Background: an optimization exercise with open tools, aiming at a short achievable clock period and few clock cycles. Do not read the settings as production practice. Function was checked by simulation only, so behaviour that the tests miss may differ from the original. Power is estimated from default activity; no workload was simulated.

Design viper, start of the top module:
module viper (
   input  logic        clock,
   input  logic        reset,
   output logic        wb_cyc_o,
   output logic        wb_stb_o,
   output logic        wb_we_o,
   output logic [19:0] wb_adr_o,
   output logic [31:0] wb_dat_o,
   input  logic        wb_ack_i,
   input  logic [31:0] wb_dat_i
);
   localparam logic [1:0] ph_fetch   = 2'd0;
   localparam logic [1:0] ph_operand = 2'd1;
   localparam logic [1:0] ph_store   = 2'd2;
   logic        rst_q;
   logic [31:0] r0, r1, r2, r3;
   logic        flag;
   logic        stb_q;
   logic [1:0]  phase;
   logic [19:0] adr_q;
   logic        we_q;
   logic [31:0] dat_q;
   logic [19:0] pc8lo;
   logic        pc8wrap;      
   logic        ex_v;
   logic        ex_cmp;       
   logic        ex_or;        
   logic [2:0]  ex_cf;        
   logic        ex_push;
   logic [3:0]  ex_wen;
   logic [31:0] xa, xb;       
   logic        xc;
   logic [31:0] xs, xon;      
   logic [31:0] res_q;
  ...
Size in the first run: roughly 3000 cells after synthesis, about 90 I/O pins, ~32000 um2 of cells after synthesis.
export LEC_CHECK = 0
export CAP_MARGIN = 20
export CORE_MARGIN = 2
export CORE_UTILIZATION = 40
export SETUP_SLACK_MARGIN = 4.0
export SLEW_MARGIN = 20
export SYNTH_HIERARCHICAL = 1
create_clock -name core_clock -period 6.0 [get_ports {clock}]
run.sh (not shown) runs the stock make flow with config.mk's settings and CLKGATE_MAP_FILE= SYNTH_SCRIPT=/design/flow/synth_recipe.tcl, a recipe that flattens the netlist after the stock synthesis.
Testbench counts at the start, summed over its fixed seeds: cycles 95,128.
==> next run, changes <==
--- a/flow/design.v
+++ b/flow/design.v
@@ -160,79 +160,81 @@
    output logic        wb_stb_o,
    output logic        wb_we_o,
    output logic [19:0] wb_adr_o,
    output logic [31:0] wb_dat_o,
    input  logic        wb_ack_i,
    input  logic [31:0] wb_dat_i
 );
    localparam logic [1:0] ph_fetch   = 2'd0;
    localparam logic [1:0] ph_operand = 2'd1;
    localparam logic [1:0] ph_store   = 2'd2;
    logic        rst_q;
    logic [31:0] r0, r1, r2, r3;
-   logic        flag;
    logic        stb_q;
    logic [1:0]  phase;
    logic [19:0] adr_q;
    logic        we_q;
    logic [31:0] dat_q;
    logic [19:0] pc8lo;
    logic        pc8wrap;      
    logic        ex_v;
    logic        ex_cmp;       
    logic        ex_or;        
    logic [2:0]  ex_cf;        
    logic        ex_push;
    logic [3:0]  ex_wen;
    logic [31:0] xa, xb;       
    logic        xc;
    logic [31:0] xs, xon;      
    logic [31:0] res_q;
    logic [3:0]  wq;           
    logic        wq_push;      
-   logic        cmp_p;        
-   logic        c_or;
-   logic [2:0]  c_cf;
    logic        lt_q, eq_q;
    logic        o_jump;       
    logic        o_inv;        
    logic        o_slow;       
    logic [19:0] o_base;       
    logic        calc1;        
    logic        calc2;        
    logic        cj;           
    logic [19:0] cb, co;       
    logic        cc;
    logic        stb_i;        
    logic        ack;
    assign ack = wb_ack_i & stb_i;
    logic [31:0] rv0, rv1, rv2, rv3;
    logic        flag_v;
    logic        cmp_base;
    assign rv0 = wq[0] ? res_q : r0;
    assign rv1 = wq[1] ? res_q : r1;
    assign rv2 = wq_push ? r3 : (wq[2] ? res_q : r2);
    assign rv3 = wq[3] ? res_q : r3;
+   logic [3:0]  ftab;         
+   logic [3:0]  ftab_cmp;
+   assign flag_v = ftab[{lt_q, eq_q}];
    always_comb
    begin
-      case (c_cf)
-         3'd0:    cmp_base = lt_q;
-         3'd1:    cmp_base = !lt_q;
-         3'd2:    cmp_base = eq_q;
-         3'd3:    cmp_base = !eq_q;
-         3'd4:    cmp_base = lt_q || eq_q;
-         default: cmp_base = !lt_q && !eq_q;
-      endcase
+      for (int i = 0; i < 4; i++)
+      begin
+         case (ex_cf)
+            3'd0:    cmp_base = i[1];
+            3'd1:    cmp_base = !i[1];
+            3'd2:    cmp_base = i[0];
+            3'd3:    cmp_base = !i[0];
+            3'd4:    cmp_base = i[1] || i[0];
+            default: cmp_base = !i[1] && !i[0];
+         endcase
+         ftab_cmp[i] = cmp_base | (ex_or & flag_v);
+      end
    end
-   assign flag_v = cmp_p ? (cmp_base | (c_or & flag)) : flag;
    logic [31:0] d;
    logic        d_cmp;
    logic [2:0]  d_dest;
    logic [3:0]  d_func;
    logic [1:0]  d_mode;
    logic [1:0]  d_src;
    logic [19:0] tail;
    logic        d_store;
    logic        d_needop;
    logic        d_mem;        
    logic        d_addsub, d_inv;
    logic        d_jump;       
@@ -326,26 +328,24 @@
       else
          stb_i <= !calc1;
    end
    always_ff @(posedge clock)
    begin
       rst_q  <= reset;
       pc8lo  <= adr_q + 20'd8;
       pc8wrap <= &adr_q[19:3];
       r3hi_inc <= rv3[31:20] + 12'd1;
       res_q  <= res;
       lt_q   <= xs[31] ^ xon[31] ^ dif_co;
       eq_q   <= (xs == ~xon);
-      c_or   <= ex_or;
-      c_cf   <= ex_cf;
       k1_lo  <= i1_lo;
       k1_c   <= i1_c;
       k1_hi0 <= i1_hi0;
       k1_hi1 <= i1_hi1;
       k2_lo  <= i2_lo;
       k2_c   <= i2_c;
       k2_hi0 <= i2_hi0;
       k2_hi1 <= i2_hi1;
       k3_lo  <= i3_lo;
       k3_c   <= i3_c;
       k3_hi0 <= i3_hi0;
       k3_hi1 <= i3_hi1;
@@ -357,45 +357,43 @@
       jq_c   <= j_c;
       jq_hi0 <= j_hi0;
       jq_hi1 <= j_hi1;
    end
    always_ff @(posedge clock)
    begin
       if (rst_q)
       begin
          r0      <= 32'd0;
          r1      <= 32'd0;
          r2      <= 32'd0;
          r3      <= 32'd0;
-         flag    <= 1'b0;
+         ftab    <= 4'b0000;
          phase   <= ph_fetch;
          adr_q   <= 20'd0;
          we_q    <= 1'b0;
          ex_v    <= 1'b0;
          wq      <= 4'b0000;
          wq_push <= 1'b0;
-         cmp_p   <= 1'b0;
          calc1   <= 1'b0;
          calc2   <= 1'b0;
       end
       else
       begin
          r0   <= rv0;
          r1   <= rv1;
          r2   <= rv2;
          r3   <= rv3;
-         flag <= flag_v;
+         ftab <= (ex_v && ex_cmp) ? ftab_cmp : {4{flag_v}};
          wq      <= ex_v ? (ex_wen | {ex_push, 3'b000}) : 4'b0000;
          wq_push <= ex_v && ex_push;
-         cmp_p   <= ex_v && ex_cmp;
          ex_v    <= 1'b0;
          calc1 <= 1'b0;
          calc2 <= calc1;
          if (calc2)
             adr_q <= calc_adr;
          if (ack)
          begin
             case (phase)
                ph_fetch:
                begin
                   r3    <= pc8;
                   adr_q <= nxt_fetch;
=> Sequential power shrinks by about 2%; worst setup slack improves by 0.20 ns; non-clock buffer count grows by 5; final cell count shrinks by 2.2%; cell area shrinks by 1.2%; synthesized cell count shrinks by 3.5%; core utilization hardly moves; wire length shrinks by 0.47%; area after synthesis shrinks by about 0.6%; sequential cell count shrinks by 2; register-to-register slack improves by 0.23 ns; power shrinks by about 4%.
Testbench counts after the change, summed over its fixed seeds: cycles 95,128.

Setup of main:
viper, a different RTL version from the one above (not shown whole).
For scale: roughly 32000 µm² of cells after synthesis.
==> flow/config.mk <==
export PLATFORM = sky130hd
export DESIGN_NAME = viper
export DESIGN_NICKNAME = viper
export VERILOG_FILES = /design/flow/design.v
export SDC_FILE = /design/flow/constraint.sdc
export NUM_CORES = 4
export LEC_CHECK = 0
export CAP_MARGIN = 20
export CORE_MARGIN = 2
export CORE_UTILIZATION = 40
export SETUP_SLACK_MARGIN = 4.0
export SLEW_MARGIN = 20
export SYNTH_HIERARCHICAL = 1
==> flow/constraint.sdc <==
create_clock -name core_clock -period 6.0 [get_ports {clock}]
set_input_delay 1.2000 -clock core_clock [delete_from_list [all_inputs] [get_ports {clock}]]
set_output_delay 1.2000 -clock core_clock [all_outputs]
set_load 0.01 [all_outputs]
Testbench counts of main, summed over its fixed seeds: cycles 95,128.
Relative to main, the following input files were edited for the feature branch:
-- flow/design.v --
<<< main, line 207
   logic        o_slow;       
   logic [19:0] o_base;       
   logic        calc1;        
   logic        calc2;        
>>> the feature branch, line 207
   logic        o_slow;       
   logic [19:0] o_base;       
   logic [1:0]  o_src;
   logic        o_addsub;
   logic        calc1;        
   logic        calc2;        
<<< main, line 444
      end
   end
   always_ff @(posedge clock)
   begin
>>> the feature branch, line 446
      end
   end
   logic [31:0] rvs_o;        
   always_comb
   begin
      case (o_src)
         2'd0:    rvs_o = rv0;
         2'd1:    rvs_o = rv1;
         2'd2:    rvs_o = rv2;
         default: rvs_o = rv3;    
      endcase
   end
   always_ff @(posedge clock)
   begin
      if (phase == ph_fetch)
      begin
         xs  <= srcv;
         xa  <= d_addsub ? srcv : 32'd0;
         xb  <= d_inv ? ~{12'd0, tail} : {12'd0, tail};
         xc  <= d_inv;
         xon <= ~{12'd0, tail};
      end
      else
      begin
         xs  <= rvs_o;
         xa  <= o_addsub ? rvs_o : 32'd0;
         xb  <= o_inv ? ~d : d;
         xc  <= o_inv;
         xon <= ~d;
      end
   end
   always_ff @(posedge clock)
   begin
<<< main, line 457
            ex_push <= d_push_ok;
            ex_wen  <= d_wen;
            xs      <= srcv;
            xa      <= d_addsub ? srcv : 32'd0;
            xb      <= d_inv ? ~{12'd0, tail} : {12'd0, tail};
            xc      <= d_inv;
            xon     <= ~{12'd0, tail};
            o_jump  <= d_jump;
            o_inv   <= d_inv;
>>> the feature branch, line 488
            ex_push <= d_push_ok;
            ex_wen  <= d_wen;
            o_src   <= d_src;
            o_addsub <= d_addsub;
            o_jump  <= d_jump;
            o_inv   <= d_inv;
<<< main, line 477
         else if (phase == ph_operand)
         begin
            xb <= o_inv ? ~d : d;
            xon <= ~d;
            cj <= 1'b1;
            cb <= o_base;
>>> the feature branch, line 505
         else if (phase == ph_operand)
         begin
            cj <= 1'b1;
            cb <= o_base;
[summary]
The final reports for the feature branch and main show wire length higher in the former.
| worst-margin pin slew | the feature branch vs main | 0.063 ns higher |
Changes observed in the feature branch relative to main: design area shrank by 0.83%, fmax rose by about 0.9%.
Relative to main, worst reg-to-reg path cell count decreased by 2 in the feature branch.
The feature branch vs. main: global routing met3 resource utilization stayed essentially flat, largest net degree at the start of global routing went down by 15, non-clock inverter count in the final layout +14%.
Final estimated routing congestion in global placement shrinks by a few percent when moving from main to the feature branch.
The feature branch: tightest hold margin is 0.082 ns lower than what main reported.
Per the comparison of the feature branch with main, total power consumption of the routed design shows an increase of 0.71 mW, clock buffer and inverter area fraction after layout now larger, total of clock buffers placed in the layout now larger, combinational power share rose 1.3 points.
Testbench counts of the feature branch, summed over its fixed seeds: cycles 95,128.

port drivers added, routing unchanged:
No port has a modelled driver above. Below, the same layouts with a new extraction and two added sets of constraints. Step 1: set_driving_cell puts a clkbuf_16 on clock and a buf_2 on each other input, an assumption about the parent block. Step 2 adds t to the input delays and takes it off the output delays; t is the mean of the earliest and latest rising clock arrival at the registers after step 1. Input paths then give back, and output paths get back, about the clock's delay inside the block. Three values: no drivers, after step 1, after step 2; two values: the first two.
run | t, ns | setup WS [ns] | latest minus earliest clock arrival (ns)
the first run of note 1 | 0.678 | 3.248 / 3.248 / 2.742 | 0.019 / 0.019
the second run of note 1 | 0.684 | 3.451 / 3.433 / 2.795 | 0.031 / 0.031
main | 0.685 | 3.557 / 3.557 / 2.972 | 0.026 / 0.026
the feature branch | 0.692 | 3.579 / 3.513 / 3.011 | 0.057 / 0.057
After both steps setup and hold are still met in every run listed. The setup slack of the second run of note 1, which loses most, moves by -0.018 ns with the drivers and by -0.656 ns with both steps.
